Background: an optimization exercise with open tools, aiming at small area. Do not read the settings as production practice. Where RTL was checked, it was by simulation tests only, not by an equivalence proof against the original.

==> run C <==
==> flow/design.v <==
package whp_pkg;
   localparam logic [31:0] TAG_RIFF = 32'h4646_4952;
   localparam logic [31:0] TAG_WAVE = 32'h4556_4157;
   localparam logic [31:0] TAG_FMT  = 32'h2074_6D66;
   localparam logic [31:0] TAG_FACT = 32'h7463_6166;
   localparam logic [31:0] TAG_LIST = 32'h5453_494C;
   localparam logic [31:0] TAG_DATA = 32'h6174_6164;
   localparam logic [2:0] MAX_CHANNELS_RESET = 3'd6;
   localparam logic [3:0] ERR_RIFF_TAG   = 4'd1;
   localparam logic [3:0] ERR_RIFF_SIZE  = 4'd2;
   localparam logic [3:0] ERR_WAVE_TAG   = 4'd3;
   localparam logic [3:0] ERR_FMT_TAG    = 4'd4;
   localparam logic [3:0] ERR_FMT_SIZE   = 4'd5;
   localparam logic [3:0] ERR_FORMAT     = 4'd6;
   localparam logic [3:0] ERR_CHANNELS   = 4'd7;
   localparam logic [3:0] ERR_RATE       = 4'd8;
   localparam logic [3:0] ERR_BITS       = 4'd9;
   localparam logic [3:0] ERR_FACT_SIZE  = 4'd10;
   localparam logic [3:0] ERR_LIST_SIZE  = 4'd11;
   localparam logic [3:0] ERR_CHUNK_TAG  = 4'd12;
   localparam logic [3:0] ERR_DATA_SIZE  = 4'd13;
   localparam logic [3:0] ERR_FLOAT_BITS = 4'd14;
   localparam logic [4:0] PH_HDR    = 5'd0;    
   localparam logic [4:0] PH_TAG_A  = 5'd1;    
   localparam logic [4:0] PH_TAG_B  = 5'd2;    
   localparam logic [4:0] PH_TAG_C  = 5'd3;    
   localparam logic [4:0] PH_TF     = 5'd4;    
   localparam logic [4:0] PH_TL     = 5'd5;    
   localparam logic [4:0] PH_TD     = 5'd6;    
   localparam logic [4:0] PH_SIZEF  = 5'd7;
   localparam logic [4:0] PH_SIZEL  = 5'd8;
   localparam logic [4:0] PH_SIZED  = 5'd9;
   localparam logic [4:0] PH_SKIPF  = 5'd10;
   localparam logic [4:0] PH_SKIPL  = 5'd11;
   localparam logic [4:0] PH_PAYHD  = 5'd12;   
   localparam logic [4:0] PH_PAY    = 5'd13;   
   localparam logic [4:0] PH_LAST   = 5'd14;   
   localparam logic [4:0] PH_DONE   = 5'd16;
endpackage
import whp_pkg::*;
module wav_header_parser (
   input  logic        clock,
   input  logic        reset,
   input  logic        req_valid,
   output logic        req_ready,
   input  logic [7:0]  req_in_byte,
   input  logic        req_start_of_file,
   output logic        rsp_valid,
   input  logic        rsp_ready,
   output logic        rsp_header_done,
   output logic [3:0]  rsp_error_code,
   output logic        rsp_is_payload,
   output logic [7:0]  rsp_payload_byte,
   output logic        rsp_last_payload,
   output logic [2:0]  rsp_num_channels,
   output logic [30:0] rsp_sample_rate,
   output logic [2:0]  rsp_bytes_per_sample,
   output logic [1:0]  rsp_sample_type,
   output logic [31:0] rsp_data_size,
   output logic [31:0] rsp_data_offset,
   input  logic        csr_valid,
   output logic        csr_ready,
   input  logic [2:0]  csr_max_channels
);
   logic [2:0]  max_chan_ff;
   logic        rsp_valid_ff;
   logic [4:0]  ph_ff,   ph_in;
   logic        idx1_ff, idx1_in;
   logic        e_ff,    e_in;
   logic        g_ff,    g_in;
   logic        flt_ff,  flt_in;
   logic [2:0]  chan_ff;
   logic [1:0]  bc_ff;           
   logic [31:0] a_ff, b_ff, o_ff;
   logic [30:0] r_ff;
   logic        accept, start;
   logic [4:0]  cph;
   logic [31:0] cur_o, o_in;
   logic        o_clr;
   logic [5:0]  pos;
   logic [7:0]  b;
   logic [1:0]  idx;
   logic        first, cond;
   logic [3:0]  err;
   logic        a_sh, b_sh, b_dec, chan_we, bc_we;
   logic [3:0]  r_we;
   logic        bz1;
   logic [8:0]  cmp;
   logic        hd;
   function automatic logic [7:0] tbyte(input logic [31:0] w, input logic [1:0] i);
      case (i)
         2'd0:    tbyte = w[7:0];
         2'd1:    tbyte = w[15:8];
         2'd2:    tbyte = w[23:16];
         default: tbyte = w[31:24];
      endcase
   endfunction
   assign accept    = req_valid && req_ready;
   assign req_ready = !rsp_valid_ff || rsp_ready;
   assign csr_ready = 1'b1;
   assign start = req_start_of_file;
   assign b     = req_in_byte;
   assign cph   = start ? PH_HDR : ph_ff;
   assign cur_o = start ? 32'd0 : o_ff;
   assign o_clr = reset || (accept && start);
   assign o_in  = o_clr ? {31'd0, !reset} : (o_ff + {31'd0, accept});
   assign pos   = cur_o[5:0];
   assign idx   = {idx1_ff, pos[0]};
   assign bz1   = (b_ff[31:1] == 31'd0);
   assign cmp   = {1'b0, a_ff[7:0]} - {1'b0, b} - {8'd0, g_ff & !first};
   logic [7:0]  exp, msk;
   logic        spec, spec_ok, last, pol, xfail;
   logic [3:0]  code;
   logic        fail;
   always_comb begin
      exp     = 8'h00;
      msk     = 8'hFF;
      spec    = 1'b0;
      spec_ok = 1'b0;
      first   = 1'b0;
      last    = 1'b0;
      pol     = 1'b0;
      xfail   = 1'b0;
      code    = ERR_CHUNK_TAG;
      case (cph)
         PH_HDR: begin
            case (pos)
               6'd0, 6'd1, 6'd2, 6'd3: begin
                  exp = tbyte(TAG_RIFF, pos[1:0]); first = (pos == 6'd0); last = (pos == 6'd3);
                  code = ERR_RIFF_TAG;
               end
               6'd4, 6'd5, 6'd6, 6'd7: begin
                  first = (pos == 6'd4); last = (pos == 6'd7); pol = 1'b1; code = ERR_RIFF_SIZE;
               end
               6'd8, 6'd9, 6'd10, 6'd11: begin
                  exp = tbyte(TAG_WAVE, pos[1:0]); first = (pos == 6'd8); last = (pos == 6'd11);
                  code = ERR_WAVE_TAG;
               end
               6'd12, 6'd13, 6'd14, 6'd15: begin
                  exp = tbyte(TAG_FMT, pos[1:0]); first = (pos == 6'd12); last = (pos == 6'd15);
                  code = ERR_FMT_TAG;
               end
               6'd16: begin
                  first = 1'b1; spec = 1'b1;
                  spec_ok = (b == 8'h10 || b == 8'h12 || b == 8'h28);
               end
               6'd17, 6'd18, 6'd19: begin last = (pos == 6'd19); code = ERR_FMT_SIZE; end
               6'd20: begin
                  first = 1'b1; spec = 1'b1;
                  spec_ok = ((b ^ {8{b[7]}}) == 8'h01);
               end
               6'd21: begin exp = {8{!g_ff}}; last = 1'b1; code = ERR_FORMAT; end
               6'd22: begin first = 1'b1; msk = 8'hF8; end
               6'd23: begin
                  last = 1'b1; code = ERR_CHANNELS;
                  xfail = (chan_ff == 3'd0) || (chan_ff > max_chan_ff);
               end
               6'd24, 6'd25, 6'd26, 6'd27: begin
                  first = (pos == 6'd24); last = (pos == 6'd27); pol = 1'b1; code = ERR_RATE;
                  xfail = b[7];
               end
               6'd34: begin
                  first = 1'b1; spec = 1'b1;
                  spec_ok = (b[2:0] == 3'd0 && b[7:6] == 2'd0 && b[5:3] != 3'd0 &&
                             (!b[5] || b[4:3] == 2'd0));
               end
               6'd35: begin last = 1'b1; code = ERR_BITS; end
               default: ;
            endcase
         end
         PH_TAG_A, PH_TAG_B, PH_TAG_C: begin
            first = 1'b1; spec = 1'b1;
            spec_ok = (b == TAG_FACT[7:0] && cph == PH_TAG_A) ||
                      (b == TAG_LIST[7:0] && cph != PH_TAG_C) ||
                      (b == TAG_DATA[7:0]);
         end
         PH_TF: begin exp = tbyte(TAG_FACT, idx); last = (idx == 2'd3); end
         PH_TL: begin exp = tbyte(TAG_LIST, idx); last = (idx == 2'd3); end
         PH_TD: begin exp = tbyte(TAG_DATA, idx); last = (idx == 2'd3); end
         PH_SIZEF, PH_SIZEL, PH_SIZED: begin
            first = (idx == 2'd0); last = (idx == 2'd3); pol = 1'b1;
            xfail = (cph == PH_SIZED) ? cmp[8] : b[7];
            code  = (cph == PH_SIZEF) ? ERR_FACT_SIZE :
                    (cph == PH_SIZEL) ? ERR_LIST_SIZE : ERR_DATA_SIZE;
         end
         default: ;
      endcase
      cond = spec ? spec_ok : (((b ^ exp) & msk) == 8'd0);
      e_in = (first || e_ff) && cond;
      fail = last && ((pol ? e_in : !e_in) || xfail);
   end
   always_comb begin
      ph_in   = cph;
      idx1_in = idx1_ff;
      g_in    = g_ff;
      flt_in  = flt_ff;
      a_sh    = 1'b0;
      b_sh    = 1'b0;
      b_dec   = 1'b0;
      chan_we = 1'b0;
      bc_we   = 1'b0;
      r_we    = 4'd0;
      err     = fail ? code : 4'd0;
      case (cph)
         PH_HDR: begin
            flt_in  = 1'b0;
            idx1_in = 1'b0;
            case (pos)
               6'd4, 6'd5, 6'd6, 6'd7: a_sh = 1'b1;
               6'd16: b_sh = 1'b1;
               6'd20: g_in = b[0];
               6'd22: chan_we = 1'b1;
               6'd24: r_we[0] = 1'b1;
               6'd25: r_we[1] = 1'b1;
               6'd26: r_we[2] = 1'b1;
               6'd27: r_we[3] = 1'b1;
               6'd34: bc_we = 1'b1;
               6'd35: if (!b_ff[25] && !b_ff[29]) ph_in = PH_TAG_A;
               6'd37: if (b_ff[25]) ph_in = PH_TAG_A;
               6'd59: if (b_ff[29]) ph_in = PH_TAG_A;
               default: ;
            endcase
         end
         PH_TAG_A, PH_TAG_B, PH_TAG_C: begin
            if (b == TAG_FACT[7:0] && cph == PH_TAG_A)      ph_in = PH_TF;
            else if (b == TAG_LIST[7:0] && cph != PH_TAG_C) ph_in = PH_TL;
            else                                            ph_in = PH_TD;
         end
         PH_TF, PH_TL, PH_TD: begin
            idx1_in = idx1_ff ^ pos[0];
            if (idx == 2'd3) begin
               if (cph == PH_TF)      ph_in = PH_SIZEF;
               else if (cph == PH_TL) ph_in = PH_SIZEL;
               else                   ph_in = PH_SIZED;
            end
         end
         PH_SIZEF, PH_SIZEL: begin
            idx1_in = idx1_ff ^ pos[0];
            b_sh    = 1'b1;
            if (idx == 2'd3) begin
               if (cph == PH_SIZEF) begin ph_in = PH_SKIPF; flt_in = 1'b1; end
               else ph_in = PH_SKIPL;
            end
         end
         PH_SIZED: begin
            idx1_in = idx1_ff ^ pos[0];
            b_sh    = 1'b1;
            a_sh    = 1'b1;
            g_in    = cmp[8];
            if (idx == 2'd3) begin
               if (flt_ff && bc_ff != 2'd0) err   = ERR_FLOAT_BITS;
               else                         ph_in = PH_PAYHD;
            end
         end
         PH_SKIPF, PH_SKIPL: begin
            b_dec = 1'b1;
            if (bz1 && pos[0]) ph_in = (cph == PH_SKIPF) ? PH_TAG_B : PH_TAG_C;
         end
         PH_PAYHD, PH_PAY: begin
            a_sh  = 1'b1;
            b_dec = 1'b1;
            ph_in = (bz1 && b_ff[0]) ? PH_LAST : PH_PAY;
         end
         PH_LAST: ph_in = PH_DONE;
         default: ;
      endcase
      if (fail) err = code;
      if (err != 4'd0) ph_in = {1'b1, err};
   end
   always_ff @(posedge clock) begin
      if (reset) begin
         max_chan_ff <= MAX_CHANNELS_RESET;
      end else if (csr_valid) begin
         max_chan_ff <= csr_max_channels;
      end
   end
   always_ff @(posedge clock) begin
      if (reset) begin
         rsp_valid_ff <= 1'b0;
      end else if (accept) begin
         rsp_valid_ff <= 1'b1;
      end else if (rsp_ready) begin
         rsp_valid_ff <= 1'b0;
      end
   end
   always_ff @(posedge clock) begin
      if (reset) begin
         ph_ff <= PH_HDR;
      end else if (accept) begin
         ph_ff <= ph_in;
      end
   end
   always_ff @(posedge clock) begin
      o_ff <= o_in;
   end
   always_ff @(posedge clock) begin
      if (accept && b_sh) b_ff <= {b, b_ff[31:8]};
      else                b_ff <= b_ff - {31'd0, accept && b_dec};
   end
   always_ff @(posedge clock) begin
      if (accept) begin
         idx1_ff <= idx1_in;
         e_ff    <= e_in;
         g_ff    <= g_in;
         flt_ff  <= flt_in;
         if (chan_we) chan_ff <= b[2:0];
         if (bc_we)   bc_ff   <= b[4:3];
         if (a_sh)    a_ff    <= {b, a_ff[31:8]};
         if (r_we[0]) r_ff[7:0]   <= b;
         if (r_we[1]) r_ff[15:8]  <= b;
         if (r_we[2]) r_ff[23:16] <= b;
         if (r_we[3]) r_ff[30:24] <= b[6:0];
      end
   end
   assign hd                   = (ph_ff == PH_PAYHD);
   assign rsp_valid            = rsp_valid_ff;
   assign rsp_header_done      = hd;
   assign rsp_error_code       = ph_ff[4] ? ph_ff[3:0] : 4'd0;
   assign rsp_is_payload       = (ph_ff == PH_PAY) || (ph_ff == PH_LAST);
   assign rsp_payload_byte     = rsp_is_payload ? a_ff[31:24] : 8'd0;
   assign rsp_last_payload     = (ph_ff == PH_LAST);
   assign rsp_num_channels     = hd ? chan_ff : 3'd0;
   assign rsp_sample_rate      = hd ? r_ff : 31'd0;
   assign rsp_bytes_per_sample = hd ? {bc_ff == 2'd0, bc_ff} : 3'd0;
   assign rsp_sample_type      = hd ? {flt_ff, !flt_ff && bc_ff != 2'd1} : 2'd0;
   assign rsp_data_size        = hd ? b_ff : 32'd0;
   assign rsp_data_offset      = hd ? o_ff : 32'd0;
endmodule
==> flow/run.sh <==
#!/bin/bash
# synth_recipe.tcl (not shown) runs the flow's synth.tcl, then flattens the netlist and writes it again
# the make line also repeats each setting of config.mk as NAME=value (left out here)
make -C /OpenROAD-flow-scripts/flow DESIGN_CONFIG=/design/flow/config.mk WORK_HOME=/design/flow/orfs CLKGATE_MAP_FILE= SYNTH_SCRIPT=/design/flow/synth_recipe.tcl finish
==> flow/config.mk <==
export PLATFORM = sky130hd
export DESIGN_NAME = wav_header_parser
export DESIGN_NICKNAME = wav_header_parser
export VERILOG_FILES = /design/flow/design.v
export SDC_FILE = /design/flow/constraint.sdc
export NUM_CORES = 4
export LEC_CHECK = 0
export CAP_MARGIN = 20
export CORE_MARGIN = 2
export CORE_UTILIZATION = 40
export CTS_BUF_LIST = sky130_fd_sc_hd__clkbuf_8
export CTS_CLUSTER_DIAMETER = 100
export CTS_CLUSTER_SIZE = 50
export SLEW_MARGIN = 20
==> flow/constraint.sdc <==
create_clock -name core_clock -period 6.0 [get_ports {clock}]
set_input_delay 1.2000 -clock core_clock [delete_from_list [all_inputs] [get_ports {clock}]]
set_output_delay 1.2000 -clock core_clock [all_outputs]
set_load 0.01 [all_outputs]
==> run Z: changes against run C <==
==> flow/design.v, changed modules only <==
module wav_header_parser (
   input  logic        clock,
   input  logic        reset,
   input  logic        req_valid,
   output logic        req_ready,
   input  logic [7:0]  req_in_byte,
   input  logic        req_start_of_file,
   output logic        rsp_valid,
   input  logic        rsp_ready,
   output logic        rsp_header_done,
   output logic [3:0]  rsp_error_code,
   output logic        rsp_is_payload,
   output logic [7:0]  rsp_payload_byte,
   output logic        rsp_last_payload,
   output logic [2:0]  rsp_num_channels,
   output logic [30:0] rsp_sample_rate,
   output logic [2:0]  rsp_bytes_per_sample,
   output logic [1:0]  rsp_sample_type,
   output logic [31:0] rsp_data_size,
   output logic [31:0] rsp_data_offset,
   input  logic        csr_valid,
   output logic        csr_ready,
   input  logic [2:0]  csr_max_channels
);
   logic [2:0]  max_chan_ff;
   logic        rsp_valid_ff;
   logic [4:0]  ph_ff,   ph_in;
   logic        idx1_ff, idx1_in;
   logic        e_ff,    e_in;
   logic        g_ff,    g_in;
   logic        flt_ff,  flt_in;
   logic [2:0]  chan_ff;
   logic [1:0]  bc_ff;           
   logic [31:0] a_ff, b_ff, o_ff;
   logic [31:0] bn_ff;    
   logic [30:0] rn_ff;    
   logic        accept, start;
   logic [4:0]  cph;
   logic [31:0] cur_o, o_in;
   logic        o_clr;
   logic [5:0]  pos;
   logic [7:0]  b;
   logic [1:0]  idx;
   logic        cond;
   logic [3:0]  err;
   logic        a_sh, b_sh, b_dec, chan_we, bc_we;
   logic [3:0]  r_we;
   logic        bz1;
   logic [8:0]  cmp;
   logic        hd;
   function automatic logic [7:0] tbyte(input logic [31:0] w, input logic [1:0] i);
      case (i)
         2'd0:    tbyte = w[7:0];
         2'd1:    tbyte = w[15:8];
         2'd2:    tbyte = w[23:16];
         default: tbyte = w[31:24];
      endcase
   endfunction
   assign accept    = req_valid && req_ready;
   assign req_ready = !rsp_valid_ff || rsp_ready;
   assign csr_ready = 1'b1;
   assign start = req_start_of_file;
   assign b     = req_in_byte;
   assign cph   = start ? PH_HDR : ph_ff;
   assign cur_o = start ? 32'd0 : o_ff;
   assign o_clr = reset || (accept && start);
   assign o_in  = o_clr ? {31'd0, !reset} : (o_ff + {31'd0, accept});
   assign pos   = cur_o[5:0];
   assign idx   = {idx1_ff, pos[0]};
   assign b_ff  = ~bn_ff;
   assign bz1   = (bn_ff[31:1] == 31'h7FFF_FFFF);
   assign cmp   = {1'b0, a_ff[7:0]} - {1'b0, b} - {8'd0, g_ff};
   logic [7:0]  exp, msk;
   logic        spec, spec_ok, last, pol, xfail;
   logic [3:0]  code;
   logic        fail, e_ok;
   always_comb begin
      exp     = 8'h00;
      msk     = 8'h00;
      spec    = 1'b0;
      spec_ok = 1'b0;
      last    = 1'b0;
      pol     = 1'b0;
      xfail   = 1'b0;
      code    = ERR_CHUNK_TAG;
      case (cph)
         PH_HDR: begin
            case (pos)
               6'd0, 6'd1, 6'd2, 6'd3: begin
                  exp = tbyte(TAG_RIFF, pos[1:0]); msk = 8'hFF; last = (pos == 6'd3);
                  code = ERR_RIFF_TAG;
               end
               6'd4, 6'd5, 6'd6, 6'd7: begin
                  msk = 8'hFF; last = (pos == 6'd7); pol = 1'b1; code = ERR_RIFF_SIZE;
               end
               6'd8, 6'd9, 6'd10, 6'd11: begin
                  exp = tbyte(TAG_WAVE, pos[1:0]); msk = 8'hFF; last = (pos == 6'd11);
                  code = ERR_WAVE_TAG;
               end
               6'd12, 6'd13, 6'd14, 6'd15: begin
                  exp = tbyte(TAG_FMT, pos[1:0]); msk = 8'hFF; last = (pos == 6'd15);
                  code = ERR_FMT_TAG;
               end
               6'd16: begin
                  spec = 1'b1;
                  spec_ok = (b == 8'h10 || b == 8'h12 || b == 8'h28);
               end
               6'd17, 6'd18, 6'd19: begin msk = 8'hFF; last = (pos == 6'd19); code = ERR_FMT_SIZE; end
               6'd20: begin
                  spec = 1'b1;
                  spec_ok = ((b ^ {8{b[7]}}) == 8'h01);
               end
               6'd21: begin msk = 8'hFF; exp = {8{!g_ff}}; last = 1'b1; code = ERR_FORMAT; end
               6'd22: msk = 8'hF8;
               6'd23: begin
                  msk = 8'hFF; last = 1'b1; code = ERR_CHANNELS;
                  xfail = (chan_ff == 3'd0) || (chan_ff > max_chan_ff);
               end
               6'd24, 6'd25, 6'd26, 6'd27: begin
                  msk = 8'hFF; last = (pos == 6'd27); pol = 1'b1; code = ERR_RATE;
                  xfail = b[7];
               end
               6'd34: begin
                  spec = 1'b1;
                  spec_ok = (b[2:0] == 3'd0 && b[7:6] == 2'd0 && b[5:3] != 3'd0 &&
                             (!b[5] || b[4:3] == 2'd0));
               end
               6'd35: begin msk = 8'hFF; last = 1'b1; code = ERR_BITS; end
               default: ;
            endcase
         end
         PH_TAG_A, PH_TAG_B, PH_TAG_C: begin
            spec = 1'b1;
            spec_ok = (b == TAG_FACT[7:0] && cph == PH_TAG_A) ||
                      (b == TAG_LIST[7:0] && cph != PH_TAG_C) ||
                      (b == TAG_DATA[7:0]);
         end
         PH_TF: begin msk = 8'hFF; exp = tbyte(TAG_FACT, idx); last = (idx == 2'd3); end
         PH_TL: begin msk = 8'hFF; exp = tbyte(TAG_LIST, idx); last = (idx == 2'd3); end
         PH_TD: begin msk = 8'hFF; exp = tbyte(TAG_DATA, idx); last = (idx == 2'd3); end
         PH_SIZEF, PH_SIZEL, PH_SIZED: begin
            msk = 8'hFF; last = (idx == 2'd3); pol = 1'b1;
            xfail = (cph == PH_SIZED) ? cmp[8] : b[7];
            code  = (cph == PH_SIZEF) ? ERR_FACT_SIZE :
                    (cph == PH_SIZEL) ? ERR_LIST_SIZE : ERR_DATA_SIZE;
         end
         default: ;
      endcase
      cond = spec ? spec_ok : (((b ^ exp) & msk) == 8'd0);
      e_ok = (e_ff || start) && cond;
      e_in = last || e_ok;
      fail = last && ((pol ? e_ok : !e_ok) || xfail);
   end
   always_comb begin
      ph_in   = cph;
      idx1_in = idx1_ff;
      g_in    = 1'b0;
      flt_in  = flt_ff;
      a_sh    = 1'b0;
      b_sh    = 1'b0;
      b_dec   = 1'b0;
      chan_we = 1'b0;
      bc_we   = 1'b0;
      r_we    = 4'd0;
      err     = fail ? code : 4'd0;
      case (cph)
         PH_HDR: begin
            flt_in  = 1'b0;
            idx1_in = 1'b0;
            case (pos)
               6'd4, 6'd5, 6'd6, 6'd7: a_sh = 1'b1;
               6'd16: b_sh = 1'b1;
               6'd20: g_in = b[0];
               6'd22: chan_we = 1'b1;
               6'd24: r_we[0] = 1'b1;
               6'd25: r_we[1] = 1'b1;
               6'd26: r_we[2] = 1'b1;
               6'd27: r_we[3] = 1'b1;
               6'd34: bc_we = 1'b1;
               6'd35: if (!b_ff[25] && !b_ff[29]) ph_in = PH_TAG_A;
               6'd37: if (b_ff[25]) ph_in = PH_TAG_A;
               6'd59: if (b_ff[29]) ph_in = PH_TAG_A;
               default: ;
            endcase
         end
         PH_TAG_A, PH_TAG_B, PH_TAG_C: begin
            if (b == TAG_FACT[7:0] && cph == PH_TAG_A)      ph_in = PH_TF;
            else if (b == TAG_LIST[7:0] && cph != PH_TAG_C) ph_in = PH_TL;
            else                                            ph_in = PH_TD;
         end
         PH_TF, PH_TL, PH_TD: begin
            idx1_in = idx1_ff ^ pos[0];
            if (idx == 2'd3) begin
               if (cph == PH_TF)      ph_in = PH_SIZEF;
               else if (cph == PH_TL) ph_in = PH_SIZEL;
               else                   ph_in = PH_SIZED;
            end
         end
         PH_SIZEF, PH_SIZEL: begin
            idx1_in = idx1_ff ^ pos[0];
            b_sh    = 1'b1;
            if (idx == 2'd3) begin
               if (cph == PH_SIZEF) begin ph_in = PH_SKIPF; flt_in = 1'b1; end
               else ph_in = PH_SKIPL;
            end
         end
         PH_SIZED: begin
            idx1_in = idx1_ff ^ pos[0];
            b_sh    = 1'b1;
            a_sh    = 1'b1;
            g_in    = cmp[8];
            if (idx == 2'd3) begin
               if (flt_ff && bc_ff != 2'd0) err   = ERR_FLOAT_BITS;
               else                         ph_in = PH_PAYHD;
            end
         end
         PH_SKIPF, PH_SKIPL: begin
            b_dec = 1'b1;
            if (bz1 && pos[0]) ph_in = (cph == PH_SKIPF) ? PH_TAG_B : PH_TAG_C;
         end
         PH_PAYHD, PH_PAY: begin
            a_sh  = 1'b1;
            b_dec = 1'b1;
            ph_in = (bz1 && b_ff[0]) ? PH_LAST : PH_PAY;
         end
         PH_LAST: ph_in = PH_DONE;
         default: ;
      endcase
      if (fail) err = code;
      if (err != 4'd0) ph_in = {1'b1, err};
   end
   always_ff @(posedge clock) begin
      if (reset) begin
         max_chan_ff <= MAX_CHANNELS_RESET;
      end else if (csr_valid) begin
         max_chan_ff <= csr_max_channels;
      end
   end
   always_ff @(posedge clock) begin
      if (reset) begin
         rsp_valid_ff <= 1'b0;
      end else if (accept) begin
         rsp_valid_ff <= 1'b1;
      end else if (rsp_ready) begin
         rsp_valid_ff <= 1'b0;
      end
   end
   always_ff @(posedge clock) begin
      if (reset) begin
         ph_ff <= PH_HDR;
      end else if (accept) begin
         ph_ff <= ph_in;
      end
   end
   always_ff @(posedge clock) begin
      o_ff <= o_in;
   end
   always_ff @(posedge clock) begin
      if (reset)       e_ff <= 1'b1;
      else if (accept) e_ff <= e_in;
   end
   always_ff @(posedge clock) begin
      if (accept && b_sh) bn_ff <= {~b, bn_ff[31:8]};
      else                bn_ff <= bn_ff + {31'd0, accept && b_dec};
   end
   always_ff @(posedge clock) begin
      if (accept) begin
         idx1_ff <= idx1_in;
         g_ff    <= g_in;
         flt_ff  <= flt_in;
         if (chan_we) chan_ff <= b[2:0];
         if (bc_we)   bc_ff   <= b[4:3];
         if (a_sh)    a_ff    <= {b, a_ff[31:8]};
         if (r_we[0]) rn_ff[7:0]   <= ~b;
         if (r_we[1]) rn_ff[15:8]  <= ~b;
         if (r_we[2]) rn_ff[23:16] <= ~b;
         if (r_we[3]) rn_ff[30:24] <= ~b[6:0];
      end
   end
   assign hd                   = (ph_ff == PH_PAYHD);
   assign rsp_valid            = rsp_valid_ff;
   assign rsp_header_done      = hd;
   assign rsp_error_code       = ph_ff[4] ? ph_ff[3:0] : 4'd0;
   assign rsp_is_payload       = (ph_ff == PH_PAY) || (ph_ff == PH_LAST);
   assign rsp_payload_byte     = rsp_is_payload ? a_ff[31:24] : 8'd0;
   assign rsp_last_payload     = (ph_ff == PH_LAST);
   assign rsp_num_channels     = hd ? chan_ff : 3'd0;
   assign rsp_sample_rate      = hd ? ~rn_ff : 31'd0;
   assign rsp_bytes_per_sample = hd ? {bc_ff == 2'd0, bc_ff} : 3'd0;
   assign rsp_sample_type      = hd ? {flt_ff, !flt_ff && bc_ff != 2'd1} : 2'd0;
   assign rsp_data_size        = hd ? b_ff : 32'd0;
   assign rsp_data_offset      = hd ? o_ff : 32'd0;
endmodule
==> flow/flow/run.sh (new file) <==
#!/bin/bash
# Layout flow: the standard ORFS flow, with two layout choices changed:
#  - each input and output port still gets its own buffer, but a small one
#    (sky130_fd_sc_hd__buf_1) instead of the default pick;
#  - the clock tree is built from clkbuf_8 cells without dummy loads.
# Every ORFS step writes its full log under orfs/logs/; make's own output goes
# to flow_make.log in the work folder.
set -euo pipefail
export BUFFER_PORTS_ARGS="-buffer_cell sky130_fd_sc_hd__buf_1"
export CTS_ARGS="-sink_clustering_enable -repair_clock_nets -dont_use_dummy_load -buf_list sky130_fd_sc_hd__clkbuf_8 -sink_clustering_size 50 -sink_clustering_max_diameter 100"
bash standard.sh finish > flow_make.log 2>&1
==> flow/standard.sh (new file) <==
#!/bin/bash
# synth_recipe.tcl (not shown) runs the flow's synth.tcl, then flattens the netlist and writes it again
# the make line also repeats each setting of config.mk as NAME=value (left out here)
make -C /OpenROAD-flow-scripts/flow DESIGN_CONFIG=/design/flow/config.mk WORK_HOME=/design/flow/orfs CLKGATE_MAP_FILE= SYNTH_SCRIPT=/design/flow/synth_recipe.tcl "${@:-finish}"
--- a/flow/config.mk
+++ b/flow/config.mk
@@ -8,7 +8,4 @@
 export CAP_MARGIN = 20
 export CORE_MARGIN = 2
 export CORE_UTILIZATION = 40
-export CTS_BUF_LIST = sky130_fd_sc_hd__clkbuf_8
-export CTS_CLUSTER_DIAMETER = 100
-export CTS_CLUSTER_SIZE = 50
 export SLEW_MARGIN = 20
removed: flow/run.sh
==> impl_metrics.toml <==
[status]
run_status = "no timing/DRC/antenna violations"

[timing]
period_share_pct = 71.7
timing_worst_slew_pin_value_ns = 1.02
fin_ws_ns = 1.70

[grt]
global_route.usage.met1_pct = 30.2

[layout]
multi_input_comb_area_mm2 = 0.00415
Source of the figures above: run Z

==> impl_metrics.toml <==
[layout]
layout.cells.most_common_list = "clkdlybuf4s50_1 (136), nor2_1 (119), and2_1 (107)"
multi_input_comb_area_mm2 = 0.00450
num_antenna_cells = 0

[timing]
period_share_pct = 84.5
timing_worst_slew_pin_value_ns = 0.911
layout_min_cycle_time_ns = 5.07
fin_ws_ns = 0.931

[status]
run_status = "no timing/DRC/antenna violations"
Source of the figures above: run C

For run C, only the layout was checked, not whether the RTL still works.

==> what the ideal ports hide <==
The results above use ideal ports. As a check the final layouts listed here were re-extracted and re-timed, cells and wires unchanged.
Step 1: set_driving_cell puts a clkbuf_16 on clock and a buf_2 on each other input, an assumption about the parent block.
Step 2 times the ports against the registers' clock, not the clock port: input delays grow and output delays shrink by t, the midpoint of the rising clock arrivals with the driver on.
Three values: ideal, step 1, step 2; two values: the first two.
run	t (ns)	slack for setup (ns)	latest minus earliest clock arrival (ns)	cell pins on the clock port's net
run C	0.504	0.931 / 0.954 / 0.451	0.015 / 0.015	1
run Z	0.473	1.697 / 1.655 / 1.544	0.029 / 0.030	1
After both steps every run listed still meets setup and hold. The setup slack of run C, which loses most, moves by +0.023 ns with the drivers and by -0.480 ns with both steps.
